What follows belongs to an exercise in optimizing a design on an open flow for small area, a short achievable clock period and few clock cycles per item; a production flow would make more cautious choices.
Function was checked by simulation only, so behaviour that the tests miss may differ from the original.

==> inputs of job 4662 <==
// polyline_proximity_warning_core
module polyline_proximity_warning_core (
  input  logic        clk,
  input  logic        rst_n,
  input  logic        in_tvalid,
  output logic        in_tready,
  input  logic [55:0] in_tdata,    
  input  logic [1:0]  in_tuser,    
  output logic        out_tvalid,
  input  logic        out_tready,
  output logic [31:0] out_tdata,   
  input  logic        cfg_we,
  input  logic [1:0]  cfg_index,
  input  logic [22:0] cfg_wdata
);
  localparam int Lanes = 2;
  localparam int SC    = 6;                    
  localparam int NP    = ppw_pkg::MaxPoints;
  localparam int SL    = NP / Lanes;           
  localparam int CW    = ppw_pkg::CoordW;
  localparam int QW    = CW - SC;              
  localparam int VW    = ppw_pkg::VtxW;
  localparam int IW    = ppw_pkg::IdxW;
  localparam int GW    = QW;                   
  localparam int KW    = GW + IW;              
  localparam int UW    = QW + 1;               
  localparam int DW    = ppw_pkg::DistW;
  logic [ppw_pkg::PointsW-1:0] points_r;
  logic [DW-1:0]               warn_r, shoot_r;
  logic [ppw_pkg::StepW-1:0]   step_r;
  logic [IW:0]                 n_cur;
  always_ff @(posedge clk) begin
    if (!rst_n) begin
      points_r <= ppw_pkg::PointsW'(38);
      warn_r   <= DW'(9600);
      shoot_r  <= DW'(5200);
      step_r   <= ppw_pkg::StepW'(440);
    end else if (cfg_we) begin
      case (cfg_index)
        2'd0: points_r <= cfg_wdata[ppw_pkg::PointsW-1:0];
        2'd1: warn_r   <= cfg_wdata;
        2'd2: shoot_r  <= cfg_wdata;
        2'd3: step_r   <= cfg_wdata[ppw_pkg::StepW-1:0];
        default: ;
      endcase
    end
  end
  assign n_cur = (points_r > ppw_pkg::PointsW'(NP)) ? (IW+1)'(NP) : (IW+1)'(points_r);
  logic                 mem_busy, wr_pend, wr_fire, wr_req;
  logic [IW-1:0]        head;
  logic [NP*VW-1:0]     ring;
  logic [CW-1:0]        in_x, in_z;
  logic                 in_acc, is_query, short_q;
  ...
make LEC_CHECK=0 CAP_MARGIN=20 CORE_MARGIN=2 CORE_UTILIZATION=40 SLEW_MARGIN=20 finish   # period 11.0 ns
run.sh (not shown) runs the stock make flow with config.mk's settings and CLKGATE_MAP_FILE= SYNTH_SCRIPT=/design/flow/synth_recipe.tcl, a recipe that flattens the netlist after the stock synthesis.
==> inputs of job 8764, as changes to job 4662 <==
ABC_CLOCK_PERIOD_IN_PS = 5000   (was not set)
SETUP_SLACK_MARGIN = 5   (was not set)
==> impl_metrics.py <==
metrics = {
    "run_status": {
        "run_status": "no timing/DRC/antenna violations",
    },
    "drt": {
        "route.vias.total": 144000,
    },
    "finish": {
        "sequential_fraction_of_total_cell_area_pct": 45.9,
        "clkbuf_count": 616,
        "sequential_cell_area_sq_mm": 0.108,
        "comb.multi_input.count": 12600,
    },
    "critical_path": {
        "reg2reg_slack_ns": 1.39,
        "cp_num_buf_inv": 4,
        "startpoint": "sqx_r[0]",
    },
    "grt": {
        "grt_met3_use_pct": 3.29,
    },
    "sta": {
        "worst_pin_slew_ns": 1.21,
    },
}
The numbers above come from job 4662.

==> impl_metrics.py <==
metrics = {
    "critical_path": {
        "reg2reg_slack_ns": 3.16,
        "critical_path_class": "register to register",
        "critical_path.reg2reg.startpoint": "sqz_r[1]",
        "cp_num_buf_inv": 5,
        "timing.critical_path.from_type": "register",
    },
    "finish": {
        "fraction_of_area_in_multi_input_gates_pct": 40.0,
        "comb.multi_input.count": 12600,
        "sequential_fraction_of_total_cell_area_pct": 42.0,
        "clkbuf_count": 629,
        "num-nets-final": 22900,
        "sequential_cell_area_sq_mm": 0.108,
    },
    "grt": {
        "grt_met3_use_pct": 4.37,
    },
    "drt": {
        "route.vias.total": 153000,
    },
    "place": {
        "dpl_worst_slack_ns": 2.00,
        "dp_cells": 26100,
    },
    "power_and_ir_drop": {
        "clk-power_mw": 15.7,
    },
    "run_status": {
        "run_status": "no timing/DRC/antenna violations",
    },
    "flow_run": {
        "cap_viol_max_count": 0,
    },
}
The numbers above come from job 8764.

Testbench counts of job 4662, summed over its fixed seeds: cycles 39,708, queries 640.
Testbench counts of job 8764, summed over its fixed seeds: cycles 39,708, queries 640.

---

==> inputs of v13 <==
Another version of the RTL of polyline_proximity_warning_core (not shown whole).
export LEC_CHECK = 0
export ABC_AREA = 1
export CAP_MARGIN = 20
export CORE_MARGIN = 2
export CORE_UTILIZATION = 40
export SETUP_SLACK_MARGIN = 5
export SLEW_MARGIN = 20
create_clock -name core_clock -period 11.0 [get_ports {clk}]
==> v22 (differences from v13) <==
--- a/flow/design.v
+++ b/flow/design.v
@@ -172,19 +172,20 @@
   logic signed [DW-1:0]   sa, sb;           
   logic                   sa_z, sa_b, sb_z;
   logic signed [OW-1:0]   ma, mb, ma_r, mb_r;
   logic                   ma_sa, ma_sb, mb_sa, mb_sb, m_cl_a, m_cl_b, m_ch_a, m_ch_b;
   tag_t                   tag, ctag, tags_r, tag1_r, tagm_r, tag2_r;
   logic signed [DW-1:0]   sa_r, sb_r;
   logic                   ma_sa_r, ma_sb_r, mb_sa_r, mb_sb_r;
   logic signed [PW-1:0]   p_r;
-  logic signed [OW+9:0]   p0_r;              
-  logic signed [OW+8:0]   p1_r;              
-  logic signed [OW+7:0]   p2_r;              
+  logic signed [OW+7:0]   p0_r;              
+  logic signed [OW+6:0]   p1_r;              
+  logic signed [OW+6:0]   p2_r;              
+  logic signed [OW+5:0]   p3_r;              
   logic signed [NW-1:0]   acc_r, acc_a, acc_b, acc_s;
   logic                   acc_cin;
   logic [LW-1:0]          d_r;
   logic [LW+1:0]          d3_r;
   logic [CCW-1:0]         c_r;
   logic                   clamp_a, clamp_b, clamp_r, csel_b_r, sat_r;
   logic signed [CCW-1:0]  dot, cval;
   logic signed [CCW+23:0] cscl;
@@ -321,21 +322,22 @@
     sa_r    <= sa;
     sb_r    <= sb;
     ma_sa_r <= ma_sa;
     ma_sb_r <= ma_sb;
     mb_sa_r <= mb_sa;
     mb_sb_r <= mb_sb;
     tags_r  <= tag;
     tag1_r  <= (tags_r != T_NONE) ? tags_r : ctag;
-    p0_r   <= ma_r * $signed({1'b0, mb_r[8:0]});
-    p1_r   <= ma_r * $signed({1'b0, mb_r[16:9]});
-    p2_r   <= ma_r * $signed(mb_r[OW-1:17]);
+    p0_r   <= ma_r * $signed({1'b0, mb_r[6:0]});
+    p1_r   <= ma_r * $signed({1'b0, mb_r[12:7]});
+    p2_r   <= ma_r * $signed({1'b0, mb_r[18:13]});
+    p3_r   <= ma_r * $signed(mb_r[OW-1:19]);
     tagm_r <= tag1_r;
-    p_r    <= PW'(p0_r) + (PW'(p1_r) <<< 9) + (PW'(p2_r) <<< 17);
+    p_r    <= PW'(p0_r) + (PW'(p1_r) <<< 7) + (PW'(p2_r) <<< 13) + (PW'(p3_r) <<< 19);
     tag2_r <= tagm_r;
     if (tag2_r != T_NONE) acc_r <= acc_s;
     if (start) old_r <= !nj;
     for (int j = 0; j < 2; j++) begin
       if (fst_r[j] == F_IDLE && start && nj == 1'(j)) begin
         ftg_r[j] <= tag_in;
         fkb_r[j] <= kb;
         stp_r[j] <= 5'd1;                       
@@ -488,17 +490,17 @@
   output logic        out_tvalid,
   input  logic        out_tready,
   output logic [31:0] out_tdata,   
   input  logic        cfg_we,
   input  logic [1:0]  cfg_index,
   input  logic [22:0] cfg_wdata
 );
   localparam int Lanes = 2;
-  localparam int SC    = 8;                    
+  localparam int SC    = 6;                    
   localparam int NP    = ppw_pkg::MaxPoints;
   localparam int SL    = (NP + Lanes - 1) / Lanes;   
   localparam int CW    = ppw_pkg::CoordW;
   localparam int QW    = CW - SC;              
   localparam int VW    = ppw_pkg::VtxW;
   localparam int IW    = ppw_pkg::IdxW;
   localparam int GW    = QW;                   
   localparam int KW    = GW + IW;              
@@ -561,17 +563,17 @@
   logic            god_i_r, short_i_r, god_s_r, god_p_r, short_p_r;
   logic            s_need_r, p_wait_r, k_held_r;
   logic [KW-1:0]   pk_r  [NK];
   logic            pkv_r [NK];
   logic [UW-1:0]   pu_r;
   logic            sw_run_r, sw_for_b_r, b_live_r;
   logic [5:0]      t_r;
   logic [KW-1:0]   lastkey_r;
-  logic [QW-1:0]   sqx, sqz;                 
+  logic [QW-1:0]   sqx_r, sqz_r;             
   logic [UW-1:0]   u_r;
   logic [KW-1:0]   k_r [NK];
   logic            kv_r [NK];
   logic            sw_start, sw_start_b, sw_abort, last_issue, merge_last;
   logic            a_new, a_restart, hand_sp, short_go, park_now, park_held, mad_r;
   logic [GW-1:0]   lg_r  [Lanes];
   logic [IW-1:0]   lj_r  [Lanes];
   logic            lsv_r [Lanes];
@@ -579,65 +581,58 @@
   logic            lvv_r [Lanes];
   logic            s1_vld_r;
   function automatic logic [QW:0] wdiff(input logic [QW-1:0] p, input logic [CW-1:0] v);
     wdiff = (QW+1)'($signed(p)) - (QW+1)'($signed(v[CW-1:SC]));
   endfunction
   function automatic logic [QW-1:0] omag(input logic [QW:0] w);
     omag = w[QW] ? ~w[QW-1:0] : w[QW-1:0];
   endfunction
-  assign sqx = sw_for_b_r ? pbx_r[sw_slot_r][CW-1:SC] : psx_r[CW-1:SC];
-  assign sqz = sw_for_b_r ? pbz_r[sw_slot_r][CW-1:SC] : psz_r[CW-1:SC];
   logic [QW:0]     wax_r [Lanes], waz_r [Lanes], wbx_r [Lanes], wbz_r [Lanes];
   logic            altx_r [Lanes], altz_r [Lanes];
   logic [IW-1:0]   j0_r  [Lanes];
   logic            lin_r [Lanes];              
   logic            s0_vld_r, s0_first_r, s0_last_r, s0_b_r;
   logic            s1_first_r, s1_last_r, s1_b_r;
   always_ff @(posedge clk) begin
     for (int k = 0; k < Lanes; k++) begin
       logic [VW-1:0] va, vb;
       va = slot(ring, k * SL);
       vb = slot(ring, k * SL + 1);
-      wax_r[k]  <= wdiff(sqx, va[CW-1:0]);
-      waz_r[k]  <= wdiff(sqz, va[VW-1:CW]);
-      wbx_r[k]  <= wdiff(sqx, vb[CW-1:0]);
-      wbz_r[k]  <= wdiff(sqz, vb[VW-1:CW]);
+      wax_r[k]  <= wdiff(sqx_r, va[CW-1:0]);
+      waz_r[k]  <= wdiff(sqz_r, va[VW-1:CW]);
+      wbx_r[k]  <= wdiff(sqx_r, vb[CW-1:0]);
+      wbz_r[k]  <= wdiff(sqz_r, vb[VW-1:CW]);
       altx_r[k] <= ($signed(va[CW-1:SC]) < $signed(vb[CW-1:SC]));
       altz_r[k] <= ($signed(va[VW-1:CW+SC]) < $signed(vb[VW-1:CW+SC]));
       j0_r[k]   <= head + IW'(k * SL);
       lin_r[k]  <= (32'(t_r) < NP - k * SL);
     end
     s0_vld_r   <= sw_run_r && !sw_abort && rst_n;
     s0_first_r <= (t_r == '0);
     s0_last_r  <= (t_r == 6'(SL - 1));
     s0_b_r     <= sw_for_b_r;
   end
   function automatic logic [QW-1:0] gap2(input logic a_lt_b, input logic [QW:0] wa,
                                          input logic [QW:0] wb);
     logic [QW:0] lo, hi;            
     lo = a_lt_b ? wa : wb;
     hi = a_lt_b ? wb : wa;
-    if (!hi[QW] && hi[QW-1:0] != '0) gap2 = hi[QW-1:0] - QW'(1);   
-    else if (lo[QW])                 gap2 = ~lo[QW-1:0];           
-    else                             gap2 = '0;
+    if (!hi[QW])     gap2 = hi[QW-1:0];      
+    else if (lo[QW]) gap2 = ~lo[QW-1:0];     
+    else             gap2 = '0;
   endfunction
   always_ff @(posedge clk) begin
     for (int k = 0; k < Lanes; k++) begin
-      logic [QW-1:0] gx, gz, mx, mz, gm;
-      logic [QW:0]   gs, gd;
+      logic [QW-1:0] gx, gz, mx, mz;
       gx  = gap2(altx_r[k], wax_r[k], wbx_r[k]);
       gz  = gap2(altz_r[k], waz_r[k], wbz_r[k]);
       mx  = omag(wax_r[k]);
       mz  = omag(waz_r[k]);
-      gm  = (gx > gz) ? gx : gz;
-      gs  = (QW+1)'(gx) + (QW+1)'(gz);
-      gd  = (QW+1)'(gs >> 1) + (QW+1)'(gs >> 3) + (QW+1)'(gs >> 4);
-      if (gd[QW-1:0] > gm || gd[QW]) gm = gd[QW-1:0] | {QW{gd[QW]}};
-      lg_r[k]  <= (gm == '1) ? gm : gm + QW'(1);
+      lg_r[k]  <= (gx > gz) ? gx : gz;
       lj_r[k]  <= j0_r[k];
       lsv_r[k] <= lin_r[k] && ((IW+1)'(j0_r[k]) + (IW+1)'(2) <= n_cur);
       lu_r[k]  <= UW'(mx) + UW'(mz) + UW'(5);
       lvv_r[k] <= lin_r[k] && ((IW+1)'(j0_r[k]) < n_cur);
     end
     s1_vld_r   <= s0_vld_r && !sw_abort && rst_n;
     s1_first_r <= s0_first_r;
     s1_last_r  <= s0_last_r;
@@ -816,18 +811,18 @@
     end
     if (ev_start) begin
       op_a_r <= nxt_a_r;
       op_b_r <= nxt_b_r;
     end
   end
   always_comb begin
     logic ok0, ok1;
-    ok0 = breq_r[0] && !fin_s[0] && ((bst_r[0] == B_RSW) || (bst_r[0] == B_RUN && !sw_run_r && !s_vld_r && !i_vld_r));
-    ok1 = breq_r[1] && !fin_s[1] && ((bst_r[1] == B_RSW) || (bst_r[1] == B_RUN && !sw_run_r && !s_vld_r && !i_vld_r));
+    ok0 = breq_r[0] && !fin_s[0] && ((bst_r[0] == B_RSW) || (!sw_run_r && !s_vld_r && !i_vld_r));
+    ok1 = breq_r[1] && !fin_s[1] && ((bst_r[1] == B_RSW) || (!sw_run_r && !s_vld_r && !i_vld_r));
     sw_start_b_any = 1'b0;
     rsw_slot_nx    = 1'b0;
     if (!b_sw_busy) begin
       if (head_r ? ok1 : ok0)      begin sw_start_b_any = 1'b1; rsw_slot_nx = head_r;  end
       else if (head_r ? ok0 : ok1) begin sw_start_b_any = 1'b1; rsw_slot_nx = !head_r; end
     end
   end
   assign sw_start_b = sw_start_b_any;
@@ -946,16 +941,26 @@
       end
       pu_r <= u_r;
     end
     if (sw_start_b || sw_start) begin
       t_r        <= '0;
       sw_for_b_r <= sw_start_b;
       sw_slot_r  <= rsw_slot_nx;
       lastkey_r  <= {g_r[rsw_slot_nx][ND-1], cj_r[rsw_slot_nx][ND-1]};
+      if (sw_start_b) begin
+        sqx_r <= pbx_r[rsw_slot_nx][CW-1:SC];
+        sqz_r <= pbz_r[rsw_slot_nx][CW-1:SC];
+      end else if (a_new) begin
+        sqx_r <= pix_r[CW-1:SC];
+        sqz_r <= piz_r[CW-1:SC];
+      end else begin
+        sqx_r <= psx_r[CW-1:SC];
+        sqz_r <= psz_r[CW-1:SC];
+      end
     end else if (sw_run_r) begin
       t_r <= t_r + 6'd1;
     end
     if (s1_vld_r) begin
       u_r <= nu;
       for (int i = 0; i < NK; i++) begin k_r[i] <= nk[i]; kv_r[i] <= nkv[i]; end
     end
     if (merge_last && s1_b_r) rsw_slot_r <= sw_slot_r;
- ABC_AREA: 1 -> not set
==> v30 (differences from v13) <==
--- a/flow/design.v
+++ b/flow/design.v
@@ -170,16 +170,19 @@
   logic                   ff [2];
   logic [4:0]             kb6;
   logic signed [DW-1:0]   sa, sb;           
   logic                   sa_z, sa_b, sb_z;
   logic signed [OW-1:0]   ma, mb, ma_r, mb_r;
   logic                   ma_sa, ma_sb, mb_sa, mb_sb, m_cl_a, m_cl_b, m_ch_a, m_ch_b;
   tag_t                   tag, ctag, tags_r, tag1_r, tagm_r, tag2_r;
   logic signed [DW-1:0]   sa_r, sb_r;
+  logic signed [DW+22:0]  sa_w;             
+  logic [4:0]             esh;
+  logic                   esh_on, sa_ovf, eovf_r;
   logic                   ma_sa_r, ma_sb_r, mb_sa_r, mb_sb_r;
   logic signed [PW-1:0]   p_r;
   logic signed [OW+9:0]   p0_r;              
   logic signed [OW+8:0]   p1_r;              
   logic signed [OW+7:0]   p2_r;              
   logic signed [NW-1:0]   acc_r, acc_a, acc_b, acc_s;
   logic                   acc_cin;
   logic [LW-1:0]          d_r;
@@ -242,16 +245,27 @@
           5'd8: begin m_ch_a = 1'b1; m_cl_b = 1'b1; ctag = T_ADD25; end                   
           5'd9: begin m_ch_a = 1'b1; m_ch_b = 1'b1; ctag = T_ADD48; end                   
           default: ;
         endcase
       end
     end
   end
   always_comb begin
+    esh_on = 1'b0;
+    esh    = '0;
+    for (int j = 0; j < 2; j++)
+      if (fst_r[j] == F_MUL && clamp_r && (stp_r[j] == 5'd11 || stp_r[j] == 5'd12)) begin
+        esh_on = 1'b1;
+        esh    = 5'd23 - fkb_r[j];
+      end
+    sa_w   = (DW+23)'(sa) <<< esh;
+    sa_ovf = esh_on && !((sa_w[DW+22:DW-1] == '0) || (sa_w[DW+22:DW-1] == '1));
+  end
+  always_comb begin
     ma = '0;
     if (ma_sa_r) ma = OW'(sa_r);
     if (ma_sb_r) ma = OW'(sb_r);
     if (m_cl_a)  ma = $signed({1'b0, c_r[23:0]});
     if (m_ch_a)  ma = $signed(c_r[CCW-1:24]);
     mb = '0;
     if (mb_sa_r) mb = OW'(sa_r);
     if (mb_sb_r) mb = OW'(sb_r);
@@ -313,17 +327,18 @@
           else if (sst_r == S_SQD && (cnt_r == 5'd1 || early)) sst_r <= S_FIN;
         end
       endcase
     end
   end
   always_ff @(posedge clk) begin
     ma_r   <= ma;
     mb_r   <= mb;
-    sa_r    <= sa;
+    sa_r    <= sa_w[DW-1:0];
+    eovf_r  <= sa_ovf;
     sb_r    <= sb;
     ma_sa_r <= ma_sa;
     ma_sb_r <= ma_sb;
     mb_sa_r <= mb_sa;
     mb_sb_r <= mb_sb;
     tags_r  <= tag;
     tag1_r  <= (tags_r != T_NONE) ? tags_r : ctag;
     p0_r   <= ma_r * $signed({1'b0, mb_r[8:0]});
@@ -345,16 +360,17 @@
         if (stp_r[j] == 5'd6) sat_r <= c_ovf;
         if (stp_r[j] == 5'd8) d_r <= acc_r[LW-1:0];         
         if (stp_r[j] == 5'd9) d3_r <= (LW+2)'(d_r) + (LW+2)'({d_r, 1'b0});
         if (stp_r[j] == 5'd10) begin                        
           clamp_r  <= clamp_a || clamp_b;
           csel_b_r <= clamp_b;
           if (clamp_a || clamp_b) sat_r <= 1'b0;
         end
+        if ((stp_r[j] == 5'd12 || stp_r[j] == 5'd13) && clamp_r && eovf_r) sat_r <= 1'b1;
         if (stp_r[j] == 5'd11 && clamp_r) begin
           d_r  <= LW'(1);
           d3_r <= (LW+2)'(3);
         end
       end
     end
   end
   assign rm2    = {1'b0, rm_r, nlo_r[47:46]};
@@ -367,17 +383,17 @@
     if (hand && be_free) begin
       be_tag_r <= ftg_r[hsel];
       rm_r   <= RW'(acc_r[NW-1:48]);
       nlo_r  <= acc_r[47:0];
       t_r    <= TW'(d_r);
       bd_r   <= d_r;
       bd3_r  <= d3_r;
       root_r <= '0;
-      cnt_r  <= clamp_r ? 5'(RB) : (fkb_r[hsel] + 5'd1);
+      cnt_r  <= fkb_r[hsel] + 5'd1;
       bsat_r <= pre_sat || sat_r;
     end else if (sst_r == S_SQD) begin
       cnt_r  <= cnt_r - 5'd1;
       rm_r   <= bit_ok ? RW'(diff) : RW'(rm2);
       nlo_r  <= {nlo_r[45:0], 2'b00};
       if (bit_ok) root_r[cnt_r - 5'd1] <= 1'b1;
       t_r    <= bit_ok ? t_up : t_dn;
       if (early) bsat_r <= 1'b1;
@@ -581,66 +597,71 @@
   function automatic logic [QW:0] wdiff(input logic [QW-1:0] p, input logic [CW-1:0] v);
     wdiff = (QW+1)'($signed(p)) - (QW+1)'($signed(v[CW-1:SC]));
   endfunction
   function automatic logic [QW-1:0] omag(input logic [QW:0] w);
     omag = w[QW] ? ~w[QW-1:0] : w[QW-1:0];
   endfunction
   assign sqx = sw_for_b_r ? pbx_r[sw_slot_r][CW-1:SC] : psx_r[CW-1:SC];
   assign sqz = sw_for_b_r ? pbz_r[sw_slot_r][CW-1:SC] : psz_r[CW-1:SC];
-  logic [QW:0]     wax_r [Lanes], waz_r [Lanes], wbx_r [Lanes], wbz_r [Lanes];
-  logic            altx_r [Lanes], altz_r [Lanes];
+  logic [QW:0]     wax_r [Lanes], waz_r [Lanes];
+  logic [QW-1:0]   gx_r  [Lanes], gz_r  [Lanes];
   logic [IW-1:0]   j0_r  [Lanes];
   logic            lin_r [Lanes];              
   logic            s0_vld_r, s0_first_r, s0_last_r, s0_b_r;
   logic            s1_first_r, s1_last_r, s1_b_r;
+  function automatic logic [QW-1:0] gap1(input logic [QW-1:0] p, input logic [QW-1:0] a,
+                                         input logic [QW-1:0] b);
+    logic [QW:0] wa, wb, ua, ub, lo, hi;
+    logic        a_lt_b;
+    a_lt_b = ($signed(a) < $signed(b));
+    wa = (QW+1)'($signed(p)) - (QW+1)'($signed(a));             
+    wb = (QW+1)'($signed(p)) - (QW+1)'($signed(b));             
+    ua = (QW+1)'($signed(p)) + ~((QW+1)'($signed(a)));          
+    ub = (QW+1)'($signed(p)) + ~((QW+1)'($signed(b)));          
+    lo = a_lt_b ? wa : wb;                                       
+    hi = a_lt_b ? ub : ua;                                       
+    if (!hi[QW])     gap1 = hi[QW-1:0];     
+    else if (lo[QW]) gap1 = ~lo[QW-1:0];    
+    else             gap1 = '0;
+  endfunction
   always_ff @(posedge clk) begin
     for (int k = 0; k < Lanes; k++) begin
       logic [VW-1:0] va, vb;
       va = slot(ring, k * SL);
       vb = slot(ring, k * SL + 1);
       wax_r[k]  <= wdiff(sqx, va[CW-1:0]);
       waz_r[k]  <= wdiff(sqz, va[VW-1:CW]);
-      wbx_r[k]  <= wdiff(sqx, vb[CW-1:0]);
-      wbz_r[k]  <= wdiff(sqz, vb[VW-1:CW]);
-      altx_r[k] <= ($signed(va[CW-1:SC]) < $signed(vb[CW-1:SC]));
-      altz_r[k] <= ($signed(va[VW-1:CW+SC]) < $signed(vb[VW-1:CW+SC]));
+      gx_r[k]   <= gap1(sqx, va[CW-1:SC], vb[CW-1:SC]);
+      gz_r[k]   <= gap1(sqz, va[VW-1:CW+SC], vb[VW-1:CW+SC]);
       j0_r[k]   <= head + IW'(k * SL);
       lin_r[k]  <= (32'(t_r) < NP - k * SL);
     end
     s0_vld_r   <= sw_run_r && !sw_abort && rst_n;
     s0_first_r <= (t_r == '0);
     s0_last_r  <= (t_r == 6'(SL - 1));
     s0_b_r     <= sw_for_b_r;
   end
-  function automatic logic [QW-1:0] gap2(input logic a_lt_b, input logic [QW:0] wa,
-                                         input logic [QW:0] wb);
-    logic [QW:0] lo, hi;            
-    lo = a_lt_b ? wa : wb;
-    hi = a_lt_b ? wb : wa;
-    if (!hi[QW] && hi[QW-1:0] != '0) gap2 = hi[QW-1:0] - QW'(1);   
-    else if (lo[QW])                 gap2 = ~lo[QW-1:0];           
-    else                             gap2 = '0;
-  endfunction
   always_ff @(posedge clk) begin
     for (int k = 0; k < Lanes; k++) begin
       logic [QW-1:0] gx, gz, mx, mz, gm;
-      logic [QW:0]   gs, gd;
-      gx  = gap2(altx_r[k], wax_r[k], wbx_r[k]);
-      gz  = gap2(altz_r[k], waz_r[k], wbz_r[k]);
+      logic [QW+4:0] gd;
+      gx  = gx_r[k];
+      gz  = gz_r[k];
       mx  = omag(wax_r[k]);
       mz  = omag(waz_r[k]);
       gm  = (gx > gz) ? gx : gz;
-      gs  = (QW+1)'(gx) + (QW+1)'(gz);
-      gd  = (QW+1)'(gs >> 1) + (QW+1)'(gs >> 3) + (QW+1)'(gs >> 4);
-      if (gd[QW-1:0] > gm || gd[QW]) gm = gd[QW-1:0] | {QW{gd[QW]}};
-      lg_r[k]  <= (gm == '1) ? gm : gm + QW'(1);
+      gd  = ((QW+5)'(gx) << 3) + ((QW+5)'(gx) << 1) + (QW+5)'(gx) +
+            ((QW+5)'(gz) << 3) + ((QW+5)'(gz) << 1) + (QW+5)'(gz);
+      if (gd[QW+4])                 lg_r[k] <= '1;       
+      else if (gd[QW+3:4] > gm)     lg_r[k] <= gd[QW+3:4];
+      else                          lg_r[k] <= gm;
       lj_r[k]  <= j0_r[k];
       lsv_r[k] <= lin_r[k] && ((IW+1)'(j0_r[k]) + (IW+1)'(2) <= n_cur);
-      lu_r[k]  <= UW'(mx) + UW'(mz) + UW'(5);
+      lu_r[k]  <= (mx > mz) ? UW'(mx) + UW'(mz >> 1) + UW'(5) : UW'(mz) + UW'(mx >> 1) + UW'(5);
       lvv_r[k] <= lin_r[k] && ((IW+1)'(j0_r[k]) < n_cur);
     end
     s1_vld_r   <= s0_vld_r && !sw_abort && rst_n;
     s1_first_r <= s0_first_r;
     s1_last_r  <= s0_last_r;
     s1_b_r     <= s0_b_r;
   end
   logic [KW-1:0]   nk [NK];
@@ -714,17 +735,17 @@
   logic [UW-1:0]   ev_thr;
   logic            gx_ok [NK];
   logic            b_sw_busy, sw_start_b_any, rsw_slot_nx;
   logic            breq_r [2];
   logic [DW:0]     bnd_r  [2];
   assign ev_thr  = UW'(ev_r >> SC) + UW'(1);
   assign best_nx = (binf_r[ev_tag] || ev_r < best_r[ev_tag]) ? ev_r : best_r[ev_tag];
   for (genvar i = 0; i < NK; i++) begin : g_gx
-    assign gx_ok[i] = (UW'(g_r[ev_tag][i]) <= ev_thr);
+    assign gx_ok[i] = (UW'(g_r[ev_tag][i]) < ev_thr);
   end
   function automatic logic [4:0] kbits_of(input logic [UW-1:0] u, input logic binf,
                                           input logic [DW-1:0] bst);
     logic [UW+SC-1:0] ubig, m;
     ubig = {u, {SC{1'b0}}};
     m = ubig;
     if (!binf && (UW+SC)'(bst) <= ubig) m = (UW+SC)'(bst) - (UW+SC)'(1);
     kbits_of = 5'd23;
@@ -746,17 +767,17 @@
                      (s_vld_r && !s_need_r && !k_held_r && !(sw_run_r && !sw_for_b_r));
   always_comb begin
     for (int q = 0; q < 2; q++) begin
       logic       qn [NK];
       logic       qx [NK];
       logic       pend, nxq, infl, kil;
       done_s[q] = ev_done && (ev_tag == 1'(q)) && (bst_r[q] == B_RUN);
       for (int i = 0; i < NK; i++) begin
-        qn[i] = v_r[q][i] && (UW'(g_r[q][i]) <= thr_r[q]);
+        qn[i] = v_r[q][i] && (UW'(g_r[q][i]) < thr_r[q]);
         qx[i] = qn[i] && (!done_s[q] || gx_ok[i]);
       end
       pend  = (nst_r[q] != nres_r[q] + 2'd1);
       kil   = done_s[q] && pend && !qx[nres_r[q] + 2'd1];
       ev_kill[q]  = kil;
       nres_nx[q]  = !done_s[q] ? nres_r[q] : (kil ? nst_r[q] : nres_r[q] + 2'd1);
       infl  = (nres_nx[q] != nst_r[q]);
       nxq   = (nst_r[q] < 2'(ND)) && qx[nst_r[q]];
==> notes <==
- Wire length: v22 is lower than v13 (about 2.2%).
- Between v30 and v22, the lower non-clock buffer count is in v30 (gap 149).
- Worst hold slack: v30 < v13 < v22.
- Sequential cell count: v30 is lower than v13 (9).
- Global-route usage, highest first: v13, v30, v22.
- Maximum frequency, lowest first: v13, v22, v30.
- The highest sequential share of layout area belongs to v22, the lowest to v30.
Testbench counts of v13, summed over its fixed seeds: cycles 26,762, queries 640.
Testbench counts of v22, summed over its fixed seeds: cycles 28,061, queries 640.
Testbench counts of v30, summed over its fixed seeds: cycles 25,724, queries 640.

afterwards: timing with drivers on the ports:
How much do the figures lean on ideal ports? The routed layouts below were timed once more, with nothing changed but the port constraints.
Step 1 assumes that a clkbuf_16 drives the clock port and a buf_2 every other input.
Step 2 adds t to the input delays and takes it off the output delays; t is the mean of the earliest and latest rising clock arrival at the registers after step 1. Input paths then give back, and output paths get back, about the clock's delay inside the block.
Slacks: ideal ports / drivers / drivers and shift; pairs: ideal ports / drivers.
| run | shift t [ns] | slack for setup (ns) | hold WS [ns] | slew at the worst register clock pin (ns) |
|---|---|---|---|---|
| job 4662 | 1.146 | 1.393 / 1.393 / 1.393 | 0.203 / 0.203 / 0.203 | 0.07 / 0.07 |
| job 8764 | 1.131 | 3.163 / 3.163 / 3.163 | 0.282 / 0.282 / 0.282 | 0.08 / 0.08 |
| v13 | 1.210 | 3.118 / 3.118 / 3.118 | 0.266 / 0.266 / 0.266 | 0.07 / 0.07 |
| v22 | 1.188 | 5.010 / 5.010 / 4.473 | 0.274 / 0.274 / 0.274 | 0.07 / 0.07 |
| v30 | 1.191 | 5.064 / 5.064 / 4.534 | 0.257 / 0.257 / 0.257 | 0.07 / 0.07 |
After both steps every run listed still meets setup and hold. The setup slack of v22, which loses most, moves by 0.000 ns with the drivers and by -0.537 ns with both steps.
